What follows belongs to an exercise in optimizing a design on an open flow for a short achievable clock period and few clock cycles; a production flow would make more cautious choices. Only simulation tests tie the RTL to the original design; equivalence was not proved. Power figures rest on the tool's default switching activity, not on a simulated workload.

$ cat design/flow/config.mk
export PLATFORM = sky130hd
export DESIGN_NAME = cpu_core
export DESIGN_NICKNAME = cpu_core
export VERILOG_FILES = /design/flow/design.v
export SDC_FILE = /design/flow/constraint.sdc
export NUM_CORES = 4
export LEC_CHECK = 0
export CAP_MARGIN = 20
export CORE_MARGIN = 2
export CORE_UTILIZATION = 40
export SLEW_MARGIN = 20
$ cat design/flow/constraint.sdc
create_clock -name core_clock -period 10.0 [get_ports {clk}]
set_input_delay 2.0000 -clock core_clock [delete_from_list [all_inputs] [get_ports {clk}]]
set_output_delay 2.0000 -clock core_clock [all_outputs]
set_load 0.01 [all_outputs]
$ cat design/flow/design.v
`timescale 1ns/100ps
`default_nettype none
package cpu_isa_pkg;
	localparam int xlen     = 32;
	localparam int imm_w    = 16;  
	localparam int target_w = 26;  
	typedef logic [xlen-1:0] word_t;
	typedef logic [4:0]      reg_addr_t;
	typedef logic [5:0]      opcode_t;
	typedef logic [5:0]      funct_t;
	localparam opcode_t op_special = 6'h00;
	localparam opcode_t op_j       = 6'h02;
	localparam opcode_t op_jal     = 6'h03;
	localparam opcode_t op_beq     = 6'h04;
	localparam opcode_t op_bne     = 6'h05;
	localparam opcode_t op_addiu   = 6'h09;
	localparam opcode_t op_slti    = 6'h0a;
	localparam opcode_t op_sltiu   = 6'h0b;
	localparam opcode_t op_andi    = 6'h0c;
	localparam opcode_t op_ori     = 6'h0d;
	localparam opcode_t op_xori    = 6'h0e;
	localparam opcode_t op_lui     = 6'h0f;
	localparam opcode_t op_lw      = 6'h23;
	localparam opcode_t op_sw      = 6'h2b;
	localparam funct_t fn_jr   = 6'h08;
	localparam funct_t fn_jalr = 6'h09;
	localparam funct_t fn_addu = 6'h21;
	localparam funct_t fn_subu = 6'h23;
	localparam funct_t fn_and  = 6'h24;
	localparam funct_t fn_or   = 6'h25;
	localparam funct_t fn_xor  = 6'h26;
	localparam funct_t fn_nor  = 6'h27;
	localparam funct_t fn_slt  = 6'h2a;
	localparam funct_t fn_sltu = 6'h2b;
	typedef enum logic [2:0] {
		alu_add, alu_sub, alu_and, alu_or, alu_xor, alu_nor, alu_slt, alu_sltu
	} alu_op_t;
	localparam reg_addr_t link_reg = 5'd31;  
	localparam word_t     reset_pc = 32'h0000_0000;
	localparam word_t     pc_step  = 32'd4;
endpackage
`default_nettype wire
`timescale 1ns/100ps
`default_nettype none
package cpu_bus_pkg;
	typedef enum logic [8:0] {
		st_init  = 9'b0_0000_0001,
		st_if    = 9'b0_0000_0010,
		st_iw    = 9'b0_0000_0100,
		st_id    = 9'b0_0000_1000,
		st_ex    = 9'b0_0001_0000,
		st_store = 9'b0_0010_0000,
		st_load  = 9'b0_0100_0000,
		st_rdw   = 9'b0_1000_0000,
		st_wb    = 9'b1_0000_0000
	} cpu_state_t;
	typedef struct packed {
		logic [31:0] addr;
		logic [31:0] wdata;
		logic [3:0]         wstrb;
		logic               read;
		logic               write;
	} mem_req_t;
	typedef struct packed {
		logic                   wen;
		logic [4:0] waddr;
		logic [31:0]     wdata;
		logic [31:0]     pc;
	} retire_t;
	typedef struct packed {
		logic [2:0] alu_op;
		logic use_imm;    
		logic zero_ext;   
		logic is_lui;
		logic is_load;
		logic is_store;
		logic is_branch;
		logic branch_ne;  
		logic is_jump;
		logic jump_reg;   
		logic link;
		logic writes_rd;
		logic writes_rt;
	} ctrl_t;
endpackage
`default_nettype wire
`timescale 1ns/100ps
`default_nettype none
module cpu_core (
	input  logic                  clk,
	input  logic                  rst,
	output cpu_isa_pkg::word_t    pc,
	output logic                  inst_req_valid,
	input  logic                  inst_req_ready,
	input  cpu_isa_pkg::word_t    instruction,
	input  logic                  inst_valid,
	output logic                  inst_ready,
	output cpu_bus_pkg::mem_req_t mem_req,
	input  logic                  mem_req_ready,
	input  cpu_isa_pkg::word_t    read_data,
	input  logic                  read_data_valid,
	output logic                  read_data_ready,
	output cpu_bus_pkg::retire_t  retire
);
	logic [31:0] f_pc;
	logic        f_req;
	logic        rp;           
	logic [31:0] rp_tgt;
	logic [31:0] fq_pc4  [2];
	logic [31:0] fq_ins  [2];
	logic [1:0]  fq_kill;
	logic [1:0]  fq_pt;        
	logic [31:0] fq_ptgt [2];  
	logic [1:0]  fq_has;
	logic        fq_head, fq_tail, fq_rsp;
	logic        fq_n1, fq_n2;    
	logic        ir_valid;
	logic [31:0] ir;
	logic [31:0] ir_pc4;
	logic [31:0] ir_rsv, ir_rtv;      
	logic        d_done;
	logic        ir_pt;
	logic        ir_ipred;     
	logic [31:0] ir_next;      
	logic [31:0] ir_ptgt;
	logic [31:0] ras [4];
	logic [1:0]  ras_sp;
	logic [7:0] bt_v;
	logic [5:0]  bt_tag [8];     
	logic [29:0] bt_tgt [8];
	logic [7:0] bt_ret;       
	logic        e_valid;
	logic [31:0] e_pc;
	logic        e_wen;
	logic [4:0]  e_waddr;
	logic [31:0] e_a, e_b;      
	logic [31:0] e_bl;          
	logic [31:0] e_bop;         
	logic        e_sub;
	logic        e_s_add, e_s_slt, e_s_sltu, e_s_and, e_s_or, e_s_xor, e_s_nor, e_s_imm;
	logic        e_load, e_store, e_br, e_bne, e_pred;
	logic [31:0] e_alt;
	logic        e_jrchk;
	logic [31:0] e_ptgt;
	logic        e_tchk;        
	logic        e_tbad;        
	logic [31:0] e_gtgt;        
	logic        e_z, e_zv;    
	logic        e_done;
	logic        m_valid, m_wen, m_load;
	logic [4:0]  m_waddr;
	logic [31:0] m_res, m_pc;
	logic        q0_rd, q0_wr, q1_rd, q1_wr;
	logic [31:0] q0_addr, q0_wdata, q1_addr, q1_wdata;
	logic [31:0] q0o_addr, q0o_wdata, q0_addr_next, q0_wdata_next;
	logic        l_valid, l_wen, l_load;
	logic [4:0]  l_waddr;
	logic [31:0] l_res, l_pc;
	logic        w_we;         
	logic        wo_wen;
	logic [4:0]  wo_waddr;
	logic [31:0] wo_wdata, wo_pc;
	logic [31:0] pc_o;         
	logic        w_wait;       
	logic [31:0] ld_buf [2];
	logic        ld_head, ld_tail;
	logic [1:0]  ld_cnt;
	logic [4:0]  w_waddr;
	logic [31:0] w_wdata, w_pc;
	logic [31:0] rf [32];
	logic frz;
	assign frz = w_wait | ((q0_rd | q0_wr) & (q1_rd | q1_wr));
	logic [5:0]  op, fn;
	logic [4:0]  rs, rt, rd;
	logic [15:0] imm;
	logic        is_r, is_jr, is_jalr, is_j, is_jal, is_beq, is_bne, is_alui, is_lui, is_lw, is_sw;
	logic        r_alu, rs_z, rt_z;
	logic [13:0] pd, n_pd;
	logic        d_wen;
	logic [4:0]  d_waddr;
	logic        use_rs, use_rt, need_rs_d;
	assign op  = ir[31:26];
	assign fn  = ir[5:0];
	assign rs  = ir[25:21];
	assign rt  = ir[20:16];
	assign rd  = ir[15:11];
	assign imm = ir[15:0];
	assign is_r    = pd[0];
	assign is_jr   = pd[1];
	assign is_jalr = pd[2];
	assign r_alu   = pd[3];
	assign is_j    = pd[4];
	assign is_jal  = pd[5];
	assign is_beq  = pd[6];
	assign is_bne  = pd[7];
	assign is_alui = pd[8];
	assign is_lui  = pd[9];
	assign is_lw   = pd[10];
	assign is_sw   = pd[11];
	assign rs_z    = pd[12];
	assign rt_z    = pd[13];
	assign d_wen   = r_alu | is_jalr | is_jal | is_alui | is_lui | is_lw;
	assign d_waddr = is_jal ? 5'd31 : ((r_alu | is_jalr) ? rd : rt);
	assign use_rs  = r_alu | is_jr | is_jalr | is_beq | is_bne | is_alui | is_lw | is_sw;
	assign use_rt  = r_alu | is_beq | is_bne | is_sw;
	logic jr_pred;
	assign jr_pred   = is_jr & ir_pt;     
	assign need_rs_d = (is_jr & ~ir_pt) | is_jalr;  
	logic hs_e, hs_m, hs_l, hs_w, ht_e, ht_m, ht_l, ht_w;
	logic st_q, hse_q, hte_q;    
	assign hs_e = hse_q;
	logic [5:0] fm_q;
	assign hs_m = m_valid & m_wen & fm_q[0] & ~rs_z;
	assign hs_l = l_valid & l_wen & fm_q[1] & ~rs_z;
	assign hs_w = w_we & fm_q[2];
	assign ht_e = hte_q;
	assign ht_m = m_valid & m_wen & fm_q[3] & ~rt_z;
	assign ht_l = l_valid & l_wen & fm_q[4] & ~rt_z;
	assign ht_w = w_we & fm_q[5];
	logic [31:0] rs_rf, rt_rf;
	assign rs_rf = rs_z ? 32'd0 : ir_rsv;
	assign rt_rf = rt_z ? 32'd0 : ir_rtv;
	logic [31:0] rs_val, rt_val;
	always_comb begin
		if (rs_z)         rs_val = '0;
		else if (hs_m)    rs_val = m_res;
		else if (hs_l)    rs_val = l_res;
		else if (hs_w)    rs_val = w_wdata;
		else              rs_val = rs_rf;
		if (rt_z)         rt_val = '0;
		else if (ht_m)    rt_val = m_res;
		else if (ht_l)    rt_val = l_res;
		else if (ht_w)    rt_val = w_wdata;
		else              rt_val = rt_rf;
	end
	logic d_stall;
	logic [4:0] e_ld, m_ld, l_ld;    
	assign d_stall = st_q;
	logic x_stall_next;
	assign x_stall_next = (use_rs & (rs != 5'd0) & ((rs == e_ld) | (rs == m_ld))) |
	                      (use_rt & (rt != 5'd0) & ((rt == e_ld) | (rt == m_ld)));
	logic d_stall_comb_unused;
	always_comb begin
		d_stall_comb_unused = 1'b0;
		if (use_rs & (rs != 5'd0) & ((rs == e_ld) | (rs == m_ld) | (rs == l_ld)))
			d_stall_comb_unused = 1'b1;
		if (use_rt & (rt != 5'd0) & ((rt == e_ld) | (rt == m_ld) | (rt == l_ld)))
			d_stall_comb_unused = 1'b1;
		if (need_rs_d & hs_e)
			d_stall_comb_unused = 1'b1;
	end
	logic [31:0] pc4, pc8, br_tgt, j_tgt, d_tgt;
	logic        d_pred, d_redir_cond, d_redir;
	logic        e_redir;
	assign pc4    = ir_pc4;
	assign pc8    = ir_pc4 + 32'd4;
	assign br_tgt = pc4 + {{14{imm[15]}}, imm, 2'b00};
	assign j_tgt  = {pc4[31:28], ir[25:0], 2'b00};
	logic br_early, br_tk;
	assign br_early = e_zv & ((rs_z & ht_e) | (rt_z & hs_e));
	assign br_tk    = is_beq ? e_z : ~e_z;
	assign d_pred = (is_beq | is_bne) & (br_early ? br_tk : (imm[15] | ir_pt));
	assign d_redir_cond = (is_beq | is_bne) ? (d_pred ^ ir_pt)
	                    : (ir_pt ? ~(is_j | is_jal | is_jr) : (is_j | is_jal | is_jr | is_jalr));
	assign d_tgt  = (is_jr | is_jalr) ? rs_val : ((is_beq | is_bne) ? (d_pred ? br_tgt : pc4) : ((is_j | is_jal) ? j_tgt : pc4));
	logic d_z, d_zv;
	logic [31:0] sx_imm;
	assign sx_imm = {{16{imm[15]}}, imm};
	logic        za_rf, za_w, zn_rf, zn_w;
	assign za_rf = ((rs_rf ^ sx_imm) == {rs_rf[30:0] | sx_imm[30:0], 1'b0});
	assign za_w  = ((w_wdata ^ sx_imm) == {w_wdata[30:0] | sx_imm[30:0], 1'b0});
	assign zn_rf = ((rs_rf[15:0] & imm) == 16'h0000);
	assign zn_w  = ((w_wdata[15:0] & imm) == 16'h0000);
	always_comb begin
		d_z  = 1'b0;
		d_zv = 1'b0;
		if (op == 6'h09) begin         
			d_z  = hs_w ? za_w : za_rf;
			d_zv = ~hs_e & ~hs_m & ~hs_l;
		end else if (op == 6'h0c) begin  
			d_z  = hs_w ? zn_w : zn_rf;
			d_zv = ~hs_e & ~hs_m & ~hs_l;
		end else if (is_lui) begin
			d_z  = (imm == 16'h0000);
			d_zv = 1'b1;
		end
	end
	assign d_redir = ir_valid & d_redir_cond & ~d_stall & ~d_done;
	logic        bl_imm;
	logic [31:0] bl_other;
	assign bl_imm   = is_lui | is_jal | is_jalr | is_alui | is_lw | is_sw;
	assign bl_other = is_lui ? {imm, 16'h0000} :
	                  (is_jal | is_jalr) ? pc8 :
	                  ((op == 6'h0c) | (op == 6'h0d) | (op == 6'h0e)) ? {16'h0000, imm} :
	                  (is_alui | is_lw | is_sw) ? {{16{imm[15]}}, imm} : rt_val;
	logic d_sub;
	assign d_sub = (r_alu & ((fn == 6'h23) | (fn == 6'h2a) | (fn == 6'h2b))) | (op == 6'h0a) | (op == 6'h0b);
	logic d_adv, d_adv_raw;
	assign d_adv_raw = ir_valid & ~d_stall & ~frz;
	assign d_adv     = d_adv_raw & ~e_redir;
	logic [31:0] bop, sum, e_res;
	logic        lt_s, lt_u, eq, taken, cout;
	logic        cin_dummy;
	assign bop = e_bop;
	assign {cout, sum, cin_dummy} = {1'b0, e_a, 1'b1} + {1'b0, bop, e_sub};
	assign lt_u = ~cout;
	assign lt_s = (e_a[31] ^ e_bl[31]) ? e_a[31] : sum[31];
	logic [31:0] e_logic;
	assign e_logic = ({32{e_s_and}}  & (e_a & e_bl)) |
	                 ({32{e_s_or}}   & (e_a | e_bl)) |
	                 ({32{e_s_xor}}  & (e_a ^ e_bl)) |
	                 ({32{e_s_nor}}  & ~(e_a | e_bl)) |
	                 ({32{e_s_imm}}  & e_bl);
	assign e_res = e_s_add ? sum :
	               {e_logic[31:1], e_logic[0] | (e_s_slt & lt_s) | (e_s_sltu & lt_u)};
	assign eq    = (e_a == e_b);
	assign taken = e_bne ? ~eq : eq;
	logic eqj;
	assign eqj     = (e_a == e_ptgt);
	assign e_tbad = e_tchk & (e_ptgt != e_gtgt);
	logic e_dir_bad;
	assign e_dir_bad = e_br & (taken ^ e_pred);
	assign e_redir = e_valid & ~e_done & (e_dir_bad | (e_jrchk & ~eqj) | (e_tbad & (~e_br | taken)));
	logic        kill_now;
	logic [31:0] tgt;
	logic        acc, kill_new;
	logic [31:0] f_pc4;
	logic [31:0] f_pc_next, f_pc_base;
	logic        i_take;
	assign i_take    = i_redir & (acc | ~f_req);
	assign f_pc_next = i_take ? i_tgt : f_pc_base;
	always_comb begin
		f_pc_base = f_pc;
		if (kill_ed) begin
			if (acc | ~f_req)
				f_pc_base = tgt;
		end else if (rp) begin
			if (acc | ~f_req)
				f_pc_base = rp_tgt;
		end else if (acc) begin
			f_pc_base = bt_hit ? (bt_ret[bt_i] ? ras[ras_sp] : {bt_tgt[bt_i], 2'b00}) : f_pc4;
		end
	end
	assign f_pc4 = f_pc + 32'd4;
	logic        head_ready, ir_keep, ir_free, pop, load_ir;
	logic        n1_next, n2_next;
	logic        kill_ed, i_j, i_redir;
	logic [31:0] i_pc4, i_tgt;
	assign kill_ed   = e_redir | d_redir;
	assign i_pc4     = fq_pc4[fq_head];
	assign i_j       = (ir_next[31:27] == 5'b00001);
	assign i_tgt     = {i_pc4[31:28], ir_next[25:0], 2'b00};
	assign i_redir   = pop & ~fq_kill[fq_head] & ~kill_ed & ~fq_pt[fq_head] & i_j;
	assign kill_now = kill_ed | i_redir;
	assign tgt      = e_redir ? (e_jrchk ? e_a : (e_dir_bad ? e_alt : e_gtgt)) : (d_redir ? d_tgt : i_tgt);
	assign acc      = f_req & inst_req_ready;
	logic [2:0]  bt_i;
	logic        bt_hit;
	assign bt_i   = f_pc[4:2];
	assign bt_hit = bt_v[bt_i] & (bt_tag[bt_i] == f_pc[10:5]);
	assign kill_new = kill_now | rp;
	assign head_ready = fq_n1 & (fq_has[fq_head] | inst_valid);
	assign ir_keep    = ir_valid & ~d_adv_raw;   
	assign ir_free    = ~ir_keep;
	assign pop        = head_ready & (ir_free | fq_kill[fq_head]);
	assign load_ir    = pop & ~fq_kill[fq_head] & ~kill_ed;
	assign n1_next    = acc | (fq_n1 & ~pop) | fq_n2;
	assign n2_next    = (fq_n2 & ~pop) | (fq_n1 & acc & ~pop);
	always_ff @(posedge clk) begin
		if (rst) begin
			f_pc   <= '0;
			f_req  <= 1'b0;
			rp     <= 1'b0;
			fq_n1  <= 1'b0;
			fq_n2  <= 1'b0;
			fq_head <= 1'b0;
			fq_tail <= 1'b0;
			fq_rsp  <= 1'b0;
		end else begin
			f_pc <= f_pc_next;
			if (kill_now)
				rp <= ~(acc | ~f_req);
			else if (rp & (acc | ~f_req))
				rp <= 1'b0;
			f_req  <= ~n2_next;
			fq_n1  <= n1_next;
			fq_n2  <= n2_next;
			if (acc)
				fq_tail <= ~fq_tail;
			if (inst_valid)
				fq_rsp <= ~fq_rsp;
			if (pop)
				fq_head <= ~fq_head;
		end
	end
	always_ff @(posedge clk) begin
		if (!rp | kill_now)
			rp_tgt <= tgt;
	end
	always_ff @(posedge clk)
		pc_o <= f_pc_next;
	always_ff @(posedge clk) begin
		if (kill_now)
			fq_kill <= 2'b11;
		if (!fq_n2) begin
			fq_pc4[fq_tail]  <= f_pc4;
			fq_ptgt[fq_tail] <= bt_ret[bt_i] ? ras[ras_sp] : {bt_tgt[bt_i], 2'b00};
		end
		if (acc) begin
			fq_kill[fq_tail] <= kill_new;
			fq_pt[fq_tail]   <= bt_hit;
		end
		if (!fq_has[fq_rsp])
			fq_ins[fq_rsp] <= instruction;  
		if (rst)
			fq_has <= 2'b00;
		else begin
			if (pop)
				fq_has[fq_head] <= 1'b0;
			if (inst_valid & ~(pop & (fq_rsp == fq_head)))
				fq_has[fq_rsp] <= 1'b1;
		end
	end
	always_ff @(posedge clk) begin
		if (rst) begin
			e_ld <= '0;
			m_ld <= '0;
			l_ld <= '0;
		end else if (!frz) begin
			e_ld <= (d_adv & is_lw) ? rt : 5'd0;
			m_ld <= e_ld;
			l_ld <= m_ld;
		end
	end
	logic        bw_en;
	logic [29:0] bw_pc;
	logic [29:0] bw_tgt;
	logic        bw_ret;
	always_ff @(posedge clk) begin
		if (rst)
			bw_en <= 1'b0;
		else
			bw_en <= (d_redir & ~ir_pt & (is_j | is_jal | ((is_beq | is_bne) & d_pred) | (is_jr & (rs == 5'd31)))) |
			         (ir_valid & ir_ipred);
		bw_ret <= is_jr;
		bw_pc  <= ir_pc4[31:2] - 30'd1;
		bw_tgt <= (is_beq | is_bne) ? br_tgt[31:2] : j_tgt[31:2];
	end
	always_ff @(posedge clk) begin
		if (rst)
			bt_v <= '0;
		else if (bw_en)
			bt_v[bw_pc[2:0]] <= 1'b1;
		if (bw_en) begin
			bt_tag[bw_pc[2:0]] <= bw_pc[8:3];
			bt_tgt[bw_pc[2:0]] <= bw_tgt;
			bt_ret[bw_pc[2:0]] <= bw_ret;
		end
	end
	logic        rs_push, rs_pop;
	logic [31:0] rs_link;
	always_ff @(posedge clk) begin
		if (rst) begin
			rs_push <= 1'b0;
			rs_pop  <= 1'b0;
		end else begin
			rs_push <= d_adv_raw & ~e_redir & (is_jal | is_jalr);
			rs_pop  <= d_adv_raw & ~e_redir & is_jr & (rs == 5'd31);
		end
		rs_link <= pc8;
	end
	always_ff @(posedge clk) begin
		if (rst) begin
			ras_sp <= '0;
			ras[0] <= '0;
			ras[1] <= '0;
			ras[2] <= '0;
			ras[3] <= '0;
		end else if (rs_push) begin
			ras_sp <= ras_sp + 2'd1;
			ras[ras_sp + 2'd1] <= rs_link;
		end else if (rs_pop) begin
			ras_sp <= ras_sp - 2'd1;
		end
	end
	assign ir_next = fq_has[fq_head] ? fq_ins[fq_head] : instruction;
	logic [4:0] n_rs, n_rt;
	logic [5:0] n_op, n_fn;
	logic       n_r, n_ralu, n_use_rs, n_use_rt, n_need, n_rsnz, n_rtnz;
	assign n_rs   = ir_next[25:21];
	assign n_rt   = ir_next[20:16];
	assign n_op   = ir_next[31:26];
	assign n_fn   = ir_next[5:0];
	assign n_r    = (n_op == 6'h00);
	assign n_ralu = n_r & ((n_fn == 6'h21) | (n_fn == 6'h23) | (n_fn == 6'h24) | (n_fn == 6'h25) |
	                       (n_fn == 6'h26) | (n_fn == 6'h27) | (n_fn == 6'h2a) | (n_fn == 6'h2b));
	assign n_use_rs = n_ralu | (n_r & ((n_fn == 6'h08) | (n_fn == 6'h09))) | (n_op == 6'h04) | (n_op == 6'h05) |
	                  (n_op == 6'h09) | (n_op == 6'h0a) | (n_op == 6'h0b) | (n_op == 6'h0c) | (n_op == 6'h0d) |
	                  (n_op == 6'h0e) | (n_op == 6'h23) | (n_op == 6'h2b);
	assign n_use_rt = n_ralu | (n_op == 6'h04) | (n_op == 6'h05) | (n_op == 6'h2b);
	assign n_need   = n_r & (((n_fn == 6'h08) & ~fq_pt[fq_head]) | (n_fn == 6'h09));
	assign n_rsnz   = (n_rs != 5'd0);
	assign n_rtnz   = (n_rt != 5'd0);
	logic [4:0] d_ldst, d_wdst, e_wdst;
	assign d_ldst = is_lw ? rt : 5'd0;
	assign d_wdst = d_wen ? d_waddr : 5'd0;
	assign e_wdst = (e_valid & e_wen) ? e_waddr : 5'd0;
	logic ns_ld_f, ns_ld_a, ns_ld_b, nt_ld_f, nt_ld_a, nt_ld_b;
	logic ns_e_f, ns_e_a, nt_e_f, nt_e_a;
	assign ns_ld_f = (n_rs == e_ld) | (n_rs == m_ld) | (n_rs == l_ld);
	assign nt_ld_f = (n_rt == e_ld) | (n_rt == m_ld) | (n_rt == l_ld);
	assign ns_ld_a = (n_rs == d_ldst);
	assign nt_ld_a = (n_rt == d_ldst);
	assign ns_ld_b = (n_rs == e_ld) | (n_rs == m_ld);
	assign nt_ld_b = (n_rt == e_ld) | (n_rt == m_ld);
	assign ns_e_f  = (n_rs == e_wdst);
	assign nt_e_f  = (n_rt == e_wdst);
	assign ns_e_a  = (n_rs == d_wdst);
	assign nt_e_a  = (n_rt == d_wdst);
	logic n_st, n_hse, n_hte, x_st, x_hse, x_hte;
	always_comb begin
		if (frz) begin
			n_hse = n_rsnz & ns_e_f;
			n_hte = n_rtnz & nt_e_f;
			n_st  = (n_use_rs & n_rsnz & ns_ld_f) | (n_use_rt & n_rtnz & nt_ld_f) | (n_need & n_hse);
			x_st  = st_q;
			x_hse = hse_q;
			x_hte = hte_q;
		end else begin
			n_hse = n_rsnz & d_adv & ns_e_a;
			n_hte = n_rtnz & d_adv & nt_e_a;
			n_st  = (n_use_rs & n_rsnz & (ns_ld_b | (d_adv & ns_ld_a))) |
			        (n_use_rt & n_rtnz & (nt_ld_b | (d_adv & nt_ld_a))) | (n_need & n_hse);
			x_st  = x_stall_next;
			x_hse = 1'b0;
			x_hte = 1'b0;
		end
	end
	logic [4:0] nm_wa, nl_wa, nw_wa, x_rs, x_rt;
	assign nm_wa = frz ? m_waddr : e_waddr;
	assign nl_wa = frz ? l_waddr : m_waddr;
	assign nw_wa = frz ? w_waddr : l_waddr;
	assign x_rs  = ir_keep ? rs : n_rs;
	assign x_rt  = ir_keep ? rt : n_rt;
	always_ff @(posedge clk) begin
		fm_q <= {(nw_wa == x_rt), (nl_wa == x_rt), (nm_wa == x_rt),
		         (nw_wa == x_rs), (nl_wa == x_rs), (nm_wa == x_rs)};
	end
	always_ff @(posedge clk) begin
		if (rst) begin
			st_q  <= 1'b0;
			hse_q <= 1'b0;
			hte_q <= 1'b0;
		end else if (ir_keep) begin
			st_q  <= x_st;
			hse_q <= x_hse;
			hte_q <= x_hte;
		end else begin
			st_q  <= n_st;
			hse_q <= n_hse;
			hte_q <= n_hte;
		end
	end
	always_ff @(posedge clk) begin
		if (rst) begin
			ir_valid <= 1'b0;
			d_done   <= 1'b0;
		end else begin
			ir_valid <= (ir_keep & ~e_redir) | load_ir;
			d_done   <= ir_keep & (d_done | d_redir);
		end
		if (ir_free) begin
			ir       <= ir_next;
			ir_pc4 <= fq_pc4[fq_head];
			pd     <= n_pd;
			ir_pt <= fq_pt[fq_head] | i_j;
			ir_ipred <= ~fq_pt[fq_head] & i_j;
			ir_ptgt <= fq_ptgt[fq_head];
		end
	end
	always_comb begin
		logic [5:0] o, q;
		o = ir_next[31:26];
		q = ir_next[5:0];
		n_pd[0]  = (o == 6'h00);
		n_pd[1]  = (o == 6'h00) & (q == 6'h08);
		n_pd[2]  = (o == 6'h00) & (q == 6'h09);
		n_pd[3]  = (o == 6'h00) & ((q == 6'h21) | (q == 6'h23) | (q == 6'h24) | (q == 6'h25) |
		                           (q == 6'h26) | (q == 6'h27) | (q == 6'h2a) | (q == 6'h2b));
		n_pd[4]  = (o == 6'h02);
		n_pd[5]  = (o == 6'h03);
		n_pd[6]  = (o == 6'h04);
		n_pd[7]  = (o == 6'h05);
		n_pd[8]  = (o == 6'h09) | (o == 6'h0a) | (o == 6'h0b) | (o == 6'h0c) | (o == 6'h0d) | (o == 6'h0e);
		n_pd[9]  = (o == 6'h0f);
		n_pd[10] = (o == 6'h23);
		n_pd[11] = (o == 6'h2b);
		n_pd[12] = (ir_next[25:21] == 5'd0);
		n_pd[13] = (ir_next[20:16] == 5'd0);
	end
	logic [31:0] n_rsv, n_rtv;
	assign n_rsv = rf[ir_next[25:21]];    
	assign n_rtv = rf[ir_next[20:16]];
	always_ff @(posedge clk) begin
		if (ir_free) begin
			ir_rsv <= (w_we & (w_waddr == ir_next[25:21])) ? w_wdata : n_rsv;
			ir_rtv <= (w_we & (w_waddr == ir_next[20:16])) ? w_wdata : n_rtv;
		end else begin
			if (w_we & (w_waddr == rs))
				ir_rsv <= w_wdata;
			if (w_we & (w_waddr == rt))
				ir_rtv <= w_wdata;
		end
	end
	always_ff @(posedge clk) begin
		if (rst) begin
			e_valid <= 1'b0;
			e_done  <= 1'b0;
		end else if (frz) begin
			e_done <= e_done | e_redir;
		end else begin
			e_valid <= d_adv;
			e_done  <= 1'b0;
		end
		if (!frz) begin
			e_pc    <= ir_pc4 - 32'd4;
			e_wen   <= d_wen;
			e_waddr <= d_waddr;
			e_a     <= hs_e ? e_res : rs_val;
			e_b     <= ht_e ? e_res : rt_val;
			e_bl    <= (ht_e & ~bl_imm) ? e_res : bl_other;
			e_bop   <= (ht_e & ~bl_imm) ? (e_res ^ {32{d_sub}}) : (bl_other ^ {32{d_sub}});
			e_sub     <= d_sub;
			e_s_add   <= (r_alu & ((fn == 6'h21) | (fn == 6'h23))) | (op == 6'h09) | is_lw | is_sw;
			e_s_slt   <= (r_alu & (fn == 6'h2a)) | (op == 6'h0a);
			e_s_sltu  <= (r_alu & (fn == 6'h2b)) | (op == 6'h0b);
			e_s_and   <= (r_alu & (fn == 6'h24)) | (op == 6'h0c);
			e_s_or    <= (r_alu & (fn == 6'h25)) | (op == 6'h0d);
			e_s_xor   <= (r_alu & (fn == 6'h26)) | (op == 6'h0e);
			e_s_nor   <= (r_alu & (fn == 6'h27));
			e_s_imm   <= is_lui | is_jal | is_jalr;
			e_load    <= is_lw;
			e_store   <= is_sw;
			e_br      <= is_beq | is_bne;
			e_bne     <= is_bne;
			e_pred    <= d_pred;
			e_jrchk   <= jr_pred;
			e_ptgt    <= ir_ptgt;
			e_tchk    <= ir_pt & ~ir_ipred & (is_j | is_jal | is_beq | is_bne);
			e_gtgt    <= (is_beq | is_bne) ? br_tgt : j_tgt;
			e_z       <= d_z;
			e_zv      <= d_zv & ir_valid;
			e_alt     <= d_pred ? pc4 : br_tgt;
		end
	end
	always_ff @(posedge clk) begin
		if (rst)
			m_valid <= 1'b0;
		else if (!frz)
			m_valid <= e_valid;
		if (!frz) begin
			m_wen    <= e_wen;
			m_waddr  <= e_waddr;
			m_load   <= e_load;
			m_res    <= e_res;
			m_pc     <= e_pc;
		end
	end
	logic        q_push, q_pop, q0_v, q1_v;
	logic [31:0] n_addr;
	assign q0_v   = q0_rd | q0_wr;
	assign q1_v   = q1_rd | q1_wr;
	assign q_push = ~frz & e_valid & (e_load | e_store);
	assign q_pop  = q0_v & mem_req_ready;
	assign n_addr = {sum[31:2], 2'b00};
	always_comb begin
		if (q_pop & q1_v) begin
			q0_addr_next  = q1_addr;
			q0_wdata_next = q1_wdata;
		end else if (~q0_v | q_pop) begin
			q0_addr_next  = n_addr;
			q0_wdata_next = e_b;
		end else begin
			q0_addr_next  = q0_addr;
			q0_wdata_next = q0_wdata;
		end
	end
	always_ff @(posedge clk) begin
		if (rst) begin
			q0_rd <= 1'b0;
			q0_wr <= 1'b0;
			q1_rd <= 1'b0;
			q1_wr <= 1'b0;
		end else begin
			if (q_pop) begin
				if (q1_v) begin
					q0_rd <= q1_rd;
					q0_wr <= q1_wr;
					q1_rd <= q_push & e_load;
					q1_wr <= q_push & e_store;
				end else begin
					q0_rd <= q_push & e_load;
					q0_wr <= q_push & e_store;
				end
			end else if (q_push) begin
				if (q0_v) begin
					q1_rd <= e_load;
					q1_wr <= e_store;
				end else begin
					q0_rd <= e_load;
					q0_wr <= e_store;
				end
			end
		end
		q0_addr  <= q0_addr_next;
		q0_wdata <= q0_wdata_next;
		q0o_addr  <= q0_addr_next;
		q0o_wdata <= q0_wdata_next;
		if (~q1_v | q_pop) begin
			q1_addr  <= n_addr;
			q1_wdata <= e_b;
		end
	end
	assign mem_req = {q0o_addr, q0o_wdata, {4{q0_wr}}, q0_rd, q0_wr};
	logic        d_avail, d_take;
	logic [31:0] d_val;
	assign d_avail = (ld_cnt != 2'd0) | read_data_valid;
	assign d_val   = (ld_cnt != 2'd0) ? ld_buf[ld_head] : read_data;
	assign d_take  = frz ? (w_wait & d_avail) : (l_valid & l_load & d_avail);
	always_ff @(posedge clk) begin
		if (rst) begin
			ld_cnt  <= '0;
			ld_head <= 1'b0;
			ld_tail <= 1'b0;
		end else begin
			if (read_data_valid & ~(d_take & (ld_cnt == 2'd0))) begin
				ld_tail <= ~ld_tail;
			end
			if (d_take & (ld_cnt != 2'd0))
				ld_head <= ~ld_head;
			ld_cnt <= ld_cnt + {1'b0, read_data_valid & ~(d_take & (ld_cnt == 2'd0))}
			                 - {1'b0, d_take & (ld_cnt != 2'd0)};
		end
		if (read_data_valid)
			ld_buf[ld_tail] <= read_data;
	end
	always_ff @(posedge clk) begin
		if (rst) begin
			l_valid <= 1'b0;
			w_we    <= 1'b0;
			wo_wen  <= 1'b0;
			w_wait  <= 1'b0;
		end else if (frz) begin
			w_we   <= w_wait & d_avail & (w_waddr != 5'd0);
			wo_wen <= w_wait & d_avail;
			w_wait <= w_wait & ~d_avail;
		end else begin
			l_valid <= m_valid;
			w_we    <= l_valid & l_wen & (~l_load | d_avail) & (l_waddr != 5'd0);
			wo_wen  <= l_valid & l_wen & (~l_load | d_avail);
			w_wait  <= l_valid & l_load & ~d_avail;
		end
		wo_waddr <= frz ? w_waddr : l_waddr;
		wo_wdata <= (frz | l_load) ? d_val : l_res;
		wo_pc    <= frz ? w_pc : l_pc;
		if (!frz) begin
			l_wen   <= m_wen;
			l_waddr <= m_waddr;
			l_load  <= m_load;
			l_res   <= m_res;
			l_pc    <= m_pc;
			w_waddr <= l_waddr;
			w_wdata <= l_load ? d_val : l_res;
			w_pc    <= l_pc;
		end else if (w_wait) begin
			w_wdata <= d_val;
		end
	end
	always_ff @(posedge clk) begin
		if (w_we)
			rf[w_waddr] <= w_wdata;
	end
	assign retire          = {wo_wen, wo_waddr, wo_wdata, wo_pc};
	assign pc              = pc_o;
	assign inst_req_valid  = f_req;
	assign inst_ready      = 1'b1;
	assign read_data_ready = 1'b1;
endmodule
`default_nettype wire
$ cat design/flow/flow/run.sh
#!/bin/bash
# Standard layout (the standard.sh), with timing repair aimed below the 10 ns
# constraint so that the achieved period shrinks, and plain buffers (not delay
# cells) on the ports. The SDC is not changed.
set -euo pipefail
MARGIN=$(cat flow/margin.txt)
TNS=$(cat flow/tns.txt)
bash standard.sh SETUP_SLACK_MARGIN=$MARGIN TNS_END_PERCENT=$TNS \
  "BUFFER_PORTS_ARGS=-buffer_cell sky130_fd_sc_hd__buf_4" finish > standard_make.log 2>&1
$ cat design/flow/flow/margin.txt
7
$ cat design/flow/flow/tns.txt
10
$ cat design/flow/standard.sh
#!/bin/bash
# synth_recipe.tcl (not shown) runs the flow's synth.tcl, then flattens the netlist and writes it again
# the make line also repeats each setting of config.mk as NAME=value (left out here)
make -C /OpenROAD-flow-scripts/flow DESIGN_CONFIG=/design/flow/config.mk WORK_HOME=/design/flow/orfs CLKGATE_MAP_FILE= SYNTH_SCRIPT=/design/flow/synth_recipe.tcl "${@:-finish}"
==> results of run 1 <==
-- area by class of cell --
cell class,instances,area (sq um)
antenna,19,47.5
fill,27100,162000
inverter,309,1350
clock buffer,379,8060
multi-input combinational,5923,51400
timing repair buffer,1130,13500
timing repair inverter,17,250
sequential,2762,80500
tap,4325,5410
clock inverter,163,1720
-- synth_stat cells, types with 20 or more instances --
cell and count:
a22oi_1 23, buf_4 35, a311oi_1 20, nand4_1 50
xnor2_1 325, o21a_1 27, nand2b_1 60, dfxtp_1 251
nand3_1 220, o31ai_1 27, xor2_1 133, nor4_1 51
a31oi_1 124, mux4_2 482, nor3_1 156, or3_1 26
and2_1 55, inv_1 297, o211ai_1 66, buf_2 164
a211oi_1 99, mux2_2 121, a222oi_1 28, ha_1 227
edfxtp_1 2511, o22ai_1 100, and3_1 79, o21ai_0 448
nand2_1 1033, mux2i_1 466, buf_1 71, a21oi_1 422
clkbuf_1 380, a21o_1 40, o221ai_1 138, nor2_1 546
-- what timing repair did --
| item | in CTS | in global routing |
|---|---|---|
| pin swaps | 332 | 80 |
| gates cloned | 127 | 4 |
| setup buffers | 431 | 75 |
| endpoints found under the hold margin | 0 | 0 |
| resized for setup | 1298 | 172 |
| endpoints found under the setup margin | 2006 | 1681 |
-- placed cells by master (no fill, tap or decap), types with 82 or more instances in the layout --
cell type,netlist,layout
edfxtp_1,2511,2511
nand2_1,1033,1005
buf_4,35,732
mux4_2,482,482
nor2_1,546,471
mux2i_1,466,441
a21oi_1,422,366
o21ai_0,448,329
clkbuf_16,0,309
xnor2_1,325,302
inv_1,297,279
dfxtp_1,251,229
nand3_1,220,208
ha_1,227,181
buf_12,0,125
o221ai_1,138,120
xor2_1,133,115
buf_6,12,112
mux2_2,121,111
nor3_1,156,110
buf_16,0,97
a31oi_1,124,82
-- cells by family after synthesis --
| group | count (synthesis) | share of synthesized area (%) |
|---|---|---|
| adder cells (fa/ha/maj) | 229 | 2.21 |
| buffers and inverters | 973 | 3.14 |
| AO/OA/AOI/OAI | 1744 | 8.57 |
| other | 2 | 0.00576 |
| multiplexers | 1078 | 13.0 |
| flip-flops | 2762 | 61.6 |
| AND/OR/NAND/NOR | 2399 | 8.34 |
| XOR/XNOR | 458 | 3.07 |
-- per-stage QoR --
step | setup WS, ps | total power (uW) | cell area [sq um] | instances | util (%)
after detailed placement | 3680 | 23300 | 138000 | 13800 | 42.4
after global routing | 6340 | 38000 | 162000 | 15000 | 50.0
after floorplan | 6130 | 19800 | 131000 | 9647 | -
after CTS | 6420 | 36400 | 160000 | 14900 | 49.4
after global placement | 3380 | 23200 | 138000 | 13800 | 42.4
final | 6280 | 37100 | 162000 | 15000 | 50.0
-- report_power, final --
part           total [uW]  switching (uW)  internal [uW]
combinational       10600            6420           4150
sequential          15300             941          14400
clock               11200            4840           6400
-- path summary, 6_finish.rpt --
path                               start         to  slack [ps]  cells after the start
worst min register to register  e_pc[27]   m_pc[27]         410                      0
worst max register to register      w_we  rf[23][0]        6280                      4
worst max-delay path                w_we  rf[23][0]        6280                      4
worst min-delay path            e_pc[27]   m_pc[27]         410                      0
-- routing by layer --
metal	GRT usage, %	share of wire [%]	vias to the layer above
li1	-	-	38600
met1	39.3	35	48000
met2	47.1	44	7371
met3	7.87	12	1701
met4	21.6	8.5	20
met5	0	0.021	-
-- state kept, by name, summed over array words and instances, names as in the netlist, 48 cells and up, named ones only --
register and count:
bt_tgt 240, bt_tag 48, fq_pc4 64, fq_ptgt 64, fq_ins 64, ras 128, rf 1024, ld_buf 64
==> summary.md, run 1 <==
| Metric | Value |
|---|---|
| Critical path's largest stage delay | `1080 ps` |
| Mapped Cells | `9645` |
| DRT Pass-1 Iters | `8` |
| Clock Sinks | `2762` |
| VDD IR max | `0.138 mV` |
| Number of synthesized flops with an enable pin | `2511` |
| Final hold slack | `411 ps` |
| Area grow syn2layout | `24.2%` |
| RSZ-0062 raised after global routing | `true` |
| Main synth FF type | `edfxtp_1` |
| I/O pin count | `245` |
| Final setup viols | `0` |
| DRC | `0` |
| Worst-skew pair later-pin latency | `970 ps` |
| Worst Path Buf+Inv | `2` |
| Setup Skew | `63.4 ps` |
| Via count | `95700` |
| Slew margin rel. | `18.7%` |
| Port Buffers | `240` |
| Number of global-route vias before repair | `91200` |
| First-pass GRT wire length | `725 mm` |
| GRT Total Usage | `31.1%` |
| DRT iter0 DRCs | `14800` |
| Drt wl/cell | `35.3 microns` |
| Detail Route Antenna Nets | `0` |
| TritonCTS Buffers | `300` |
| Root Driver | `clkbuf_16` |
| Worst slew pin tran | `1210 ps` |
| Pwr Density | `229 mW/mm^2` |
| Worst setup EP type | `flop` |
| TritonCTS clock tree | `built` |
| Core area | `0.325 sq mm` |
| CP max stage cell | `nor2_4` |
| Fin crit period | `3720 ps` |
| Share of cells above drive strength 1 | `27.8%` |
| Seq/Total Area, Yosys | `61.6%` |
| Dpl hpwl | `314 mm` |
| Gr ovfl total | `0` |
| Initial antenna violation count | `43` |
| Clk buf depth | `4` |
| Final TNS setup | `0 ps` |
| Total Wirelength | `530 mm` |
| Startpoint types | `flop` |
| Die area | `0.331 sq mm` |
| Worst Setup Path Type | `flop to flop` |
| Synth area leaders | `edfxtp_1, mux4_2, dfxtp_1, mux2i_1, nand2_1` |
| Syn avg cell area | `13.5 sq um` |
| Hold_buf cts | `0` |
| Seq cells post-synth | `2762` |
| H-tree Lvls | `5` |
| HP Class | `flop to flop` |
| Syn. warnings | `1` |
| Die X | `575 microns` |
| CP Cell Sequence | `buf_6, nand3_1, nor2_4, buf_4` |
| Largest net degree at the start of global routing | `164` |
| Worst-path clk slew | `60 ps` |
| Ys async rst share | `0%` |
| Die height | `575 microns` |
| Max FO, Critical Path | `44` |
| Starting Density | `40.2%` |
| Worst path arrival time | `4260 ps` |
| Period utilization | `37.2%` |
| Status | `finished clean` |
| GPL Wtd Cong | `0.964` |
| Rows | `209` |
| Area of the mapped netlist | `0.130 sq mm` |
| Pleak | `0.0588 uW` |
| Final Max Slew Viols | `0` |
| Hold Violations, Final | `0` |
| Max Clock Freq | `269 MHz` |
| Area share of the largest cell type after synthesis | `57.8%` |
| Max-Cap Viols | `0` |
| Distinct cells, synth | `113` |
| Largest area contributor in the netlist | `edfxtp_1` |
| Worst EP required | `10550 ps` |
| Vias per std cell | `6.37` |
| Final net count | `10700` |
| CP top delay family | `simple AND/OR/NAND/NOR gates` |
Testbench counts, summed over its fixed seeds: cycles 13,840.
==> run 2: changes to the inputs <==
==> design/flow/run.sh (new file) <==
#!/bin/bash
# synth_recipe.tcl (not shown) runs the flow's synth.tcl, then flattens the netlist and writes it again
# the make line also repeats each setting of config.mk as NAME=value (left out here)
make -C /OpenROAD-flow-scripts/flow DESIGN_CONFIG=/design/flow/config.mk WORK_HOME=/design/flow/orfs CLKGATE_MAP_FILE= SYNTH_SCRIPT=/design/flow/synth_recipe.tcl finish
--- a/design/flow/config.mk
+++ b/design/flow/config.mk
@@ -10,2 +10,4 @@
 export CORE_UTILIZATION = 40
+export SETUP_SLACK_MARGIN = 5
 export SLEW_MARGIN = 20
+export TNS_END_PERCENT = 10
removed: design/flow/flow/run.sh
removed: design/flow/flow/margin.txt
removed: design/flow/flow/tns.txt
removed: design/flow/standard.sh
==> run 2 against run 1 <==
Compared with the run above:
- routed wire length is 9.1% lower
- still clean
- sequential share of layout area is 4.5 points higher
- first-iteration DRC count is 15% lower
- clock skew is 10 ps higher
- critical path depth is 8 higher
- final area is 8.3% lower
- setup slack worse by 1400 ps
==> summary.md, run 2 <==
| Metric | Value |
|---|---|
| Worst slew pin tran | `1270 ps (was 1210 ps)` |
| Post-Synth Adder-Cell Area | `2.21% (unchanged)` |
| Syn avg cell area | `13.5 sq um (unchanged)` |
| Period utilization | `51.1% (was 37.2%)` |
| Combinational group share of total power | `23.3% (was 28.5%)` |
| Die area | `0.331 sq mm (unchanged)` |
| Gr ovfl total | `0 (unchanged)` |
| H-tree Lvls | `5 (unchanged)` |
| Fin crit period | `5110 ps (was 3720 ps)` |
| Dpl hpwl | `316 mm (was 314 mm)` |
| Initial antenna violation count | `53 (was 43)` |
| Largest reg by FF count | `rf (unchanged)` |
| Slew margin rel. | `14.1% (was 18.7%)` |
| Worst-skew pair later-pin latency | `960 ps (was 970 ps)` |
| DRT Pass-1 Iters | `6 (was 8)` |
| Ys async rst share | `0% (unchanged)` |
| Starting Density | `40.2% (unchanged)` |
| Port Buffers | `240 (unchanged)` |
| Most common cell in the netlist | `edfxtp_1 (unchanged)` |
| TritonCTS clock tree | `built (unchanged)` |
| Number of synthesized flops with an enable pin | `2511 (unchanged)` |
| Area of the mapped netlist | `0.130 sq mm (unchanged)` |
| Root Driver | `clkbuf_16 (unchanged)` |
| GPL Wtd Cong | `0.954 (was 0.964)` |
| Internal power | `23700 uW (was 24900 uW)` |
| Rows | `209 (unchanged)` |
| Startpoint types | `flop (unchanged)` |
| Area share of the largest cell type after synthesis | `57.8% (unchanged)` |
| HP Class | `flop to flop (unchanged)` |
| Max-Cap Viols | `0 (unchanged)` |
| First-pass GRT wire length | `664 mm (was 725 mm)` |
| Hold Violations, Final | `0 (unchanged)` |
| VDD IR max | `0.152 mV (was 0.138 mV)` |
| RSZ-0062 raised after global routing | `true (unchanged)` |
| Total Wirelength | `482 mm (was 530 mm)` |
| Worst path arrival time | `6000 ps (was 4260 ps)` |
| Top Metal Used | `met5 (unchanged)` |
| Cells after DPL | `13800 (about the same)` |
| Sw frac | `31.9% (was 32.9%)` |
| Worst-path clk slew | `60 ps (about the same)` |
| Worst Path Buf+Inv | `2 (unchanged)` |
| Drt wl/cell | `33.4 microns (was 35.3 microns)` |
| Max FFs per register | `1024 (unchanged)` |
| Sequential share of power | `44.2% (was 41.2%)` |
| GRT Total Usage | `28.2% (was 31.1%)` |
| I/O pin count | `245 (unchanged)` |
| Core area | `0.325 sq mm (unchanged)` |
| Wire length on met2 | `215 mm (was 233 mm)` |
| Main synth FF type | `edfxtp_1 (unchanged)` |
| Final hold slack | `408 ps (was 411 ps)` |
| Vias per std cell | `6.22 (was 6.37)` |
| Worst Setup Path Type | `flop to flop (unchanged)` |
| Largest net degree at the start of global routing | `132 (was 164)` |
| Simple-Gate Fraction of Synth Area | `8.34% (unchanged)` |
| Share of cells above drive strength 1 | `15.2% (was 27.8%)` |
| Number of global-route vias before repair | `85800 (was 91200)` |
| Most common cell after layout, fill and taps aside | `edfxtp_1 (unchanged)` |
| Worst EP required | `10890 ps (was 10550 ps)` |
| Pwr Density | `234 mW/mm^2 (was 229 mW/mm^2)` |
| Largest family of logic cells by synthesized area | `multiplexers (unchanged)` |
| CP top delay family | `simple AND/OR/NAND/NOR gates (unchanged)` |
| Max FO, Critical Path | `43 (was 44)` |
| Final TNS setup | `0 ps (unchanged)` |
| DRC | `0 (unchanged)` |
| Clock Sinks | `2762 (unchanged)` |
| DRT iter0 DRCs | `12600 (was 14800)` |
| Fillers | `28300 (was 27100)` |
| Synth Area in Compound Gates | `8.57% (unchanged)` |
| Clock share of power | `32.5% (was 30.3%)` |
| Synth area leaders | `edfxtp_1, mux4_2, dfxtp_1, mux2i_1, nand2_1 (unchanged)` |
| CP max stage cell | `dfxtp_4 (was nor2_4)` |
| Mapped Cells | `9645 (unchanged)` |
| Die X | `575 microns (unchanged)` |
| Clk buf depth | `4 (unchanged)` |
| Seq cells post-synth | `2762 (unchanged)` |
| Most frequent cells in the layout | `edfxtp_1, nand2_1, nor2_1 (was edfxtp_1, nand2_1, buf_4)` |
| Syn. warnings | `1 (unchanged)` |
| Pleak | `0.0529 uW (was 0.0588 uW)` |
| Max Clock Freq | `196 MHz (was 269 MHz)` |
| Seq/Total Area, Yosys | `61.6% (unchanged)` |
| Distinct cells, synth | `113 (unchanged)` |
| Largest area contributor in the netlist | `edfxtp_1 (unchanged)` |
| Final cell count without fillers | `14400 (was 15000)` |
| Met1 WL | `180 mm (was 187 mm)` |
| Synth Area in XOR/XNOR | `3.07% (unchanged)` |
| Area grow syn2layout | `13.9% (was 24.2%)` |
| Setup Skew | `73.6 ps (was 63.4 ps)` |
| Detail Route Antenna Nets | `0 (unchanged)` |
| Die height | `575 microns (unchanged)` |
| DR WL met3 | `51.7 mm (was 64.2 mm)` |
| TritonCTS Buffers | `305 (was 300)` |
| Worst setup EP type | `flop (unchanged)` |
| Multiplexer share of the synthesized area | `13.0% (unchanged)` |
| CP Cell Sequence | `buf_6, nor2b_1, a22o_1, nor3_1, nor4b_4, nand4_4, inv_8, a21oi_1, o211ai_1, a31oi_1, a32oi_1, and2_1 (was buf_6, nand3_1, nor2_4, buf_4)` |
| Status | `finished clean (unchanged)` |
| Synth cell count leaders | `edfxtp_1, nand2_1, nor2_1 (unchanged)` |
| Final setup viols | `0 (unchanged)` |
| Switch Pwr | `11100 uW (was 12200 uW)` |
| Final Max Slew Viols | `0 (unchanged)` |
| Via count | `89800 (was 95700)` |
| Critical path's largest stage delay | `690 ps (was 1080 ps)` |
| Final net count | `10100 (was 10700)` |
==> run 2: cell counts after synthesis <==
Identical to the previous run, type by type.
==> run 2: per-layer routing <==
metal	global-route usage [%]	vias to the layer above
met5	0.430	-
met4	17.1	28
met2	43.2	5766
met3	6.39	1231
li1	-	37300
met1	36.6	45400
==> run 2: logic make-up after synthesis <==
family / after synthesis
multiplexers: 1078
other: 2
AND/OR/NAND/NOR: 2399
XOR/XNOR: 458
buffers and inverters: 973
flip-flops: 2762
adder cells (fa/ha/maj): 229
AO/OA/AOI/OAI: 1744
==> run 2: timing repair <==
action / in CTS / in global routing
pin swaps: 1 / 2
setup buffers: 2 / 4
hold buffers: 0 / 0
gates cloned: 0 / 3
endpoints found under the hold margin: 0 / 0
gates resized for setup: 11 / 15
setup endpoints to repair: 80 / 79
==> run 2: worst paths after layout <==
| check | startpoint | endpoint | slack, ps | cells past startpoint |
|---|---|---|---|---|
| setup reg to reg | f_pc[3] | f_pc[2] | 4890 | 12 |
| setup / recovery | f_pc[3] | f_pc[2] | 4890 | 12 |
| hold reg to reg | ir_ptgt[1] | e_ptgt[1] | 410 | 0 |
| hold / removal | ir_ptgt[1] | e_ptgt[1] | 410 | 0 |
==> run 2: final cells by class <==
class                   instances  area, sq um  share of cell area (%)
repair buffers                545         5000                    3.36
flip-flops and latches       2762        80400                    54.1
inverters                     309         1220                   0.818
multi-input cells            5913        46600                    31.4
diodes                         14         35.0                  0.0236
clock buffers                 403         8390                    5.64
repair inverters                1         8.76                 0.00589
well taps                    4325         5410                    3.64
clock inverters               154         1510                    1.02
==> run 2: worst reg2reg max path, stage by stage (launching register included) <==
cell	delay (ps)
dfxtp_4	690
buf_6	490
nor2b_1	520
a22o_1	270
nor3_1	90
nor4b_4	620
nand4_4	540
inv_8	450
a21oi_1	160
o211ai_1	260
a31oi_1	120
a32oi_1	600
and2_1	230
==> run 2: per-stage QoR <==
step | instance area [sq um] | power [uW] | setup slack, ps | utilization [%]
6_report | 149000 | 34800 | 4890 | 45.8
5_1_grt | 149000 | 35800 | 4810 | 45.8
4_1_cts | 148000 | 34700 | 4840 | 45.7
3_5_place_dp | 138000 | 23400 | 3420 | 42.7
3_3_place_gp | 138000 | 23300 | 3450 | 42.6
2_1_floorplan | 131000 | 19700 | 5020 | -
==> run 2: power by group through the flow <==
stage          sequential (uW)  combinational, uW  clock [uW]
2_1_floorplan            15200               4500           0
3_3_place_gp             15600               7760           0
3_5_place_dp             15600               7850           0
4_1_cts                  15400               7890       11400
5_1_grt                  15500               8540       11800
6_report                 15400               8100       11300

[static timing again, ports no longer ideal]
No port has a modelled driver above. Below, the same layouts with a new extraction and two added sets of constraints.
Step 1 sets driving cells, clkbuf_16 on the clock port and buf_2 on the other inputs (assumed; they add their load-dependent delay and slew).
Step 2 also shifts input and output timing later by t, the mid clock arrival at the registers, as if the neighbouring blocks saw the same clock.
a / b / c = ideal / step 1 / step 2; a / b = the first two.
| run | t, ns | setup slack, ns | hold WS [ns] |
|---|---|---|---|
| run 1 | 1.047 | 6.285 / 6.285 / 5.311 | 0.411 / 0.411 / 0.411 |
| run 2 | 1.025 | 4.890 / 4.890 / 3.933 | 0.408 / 0.408 / 0.408 |
After both steps every run listed still meets setup and hold. The setup slack of run 1, which loses most, moves by 0.000 ns with the drivers and by -0.974 ns with both steps.
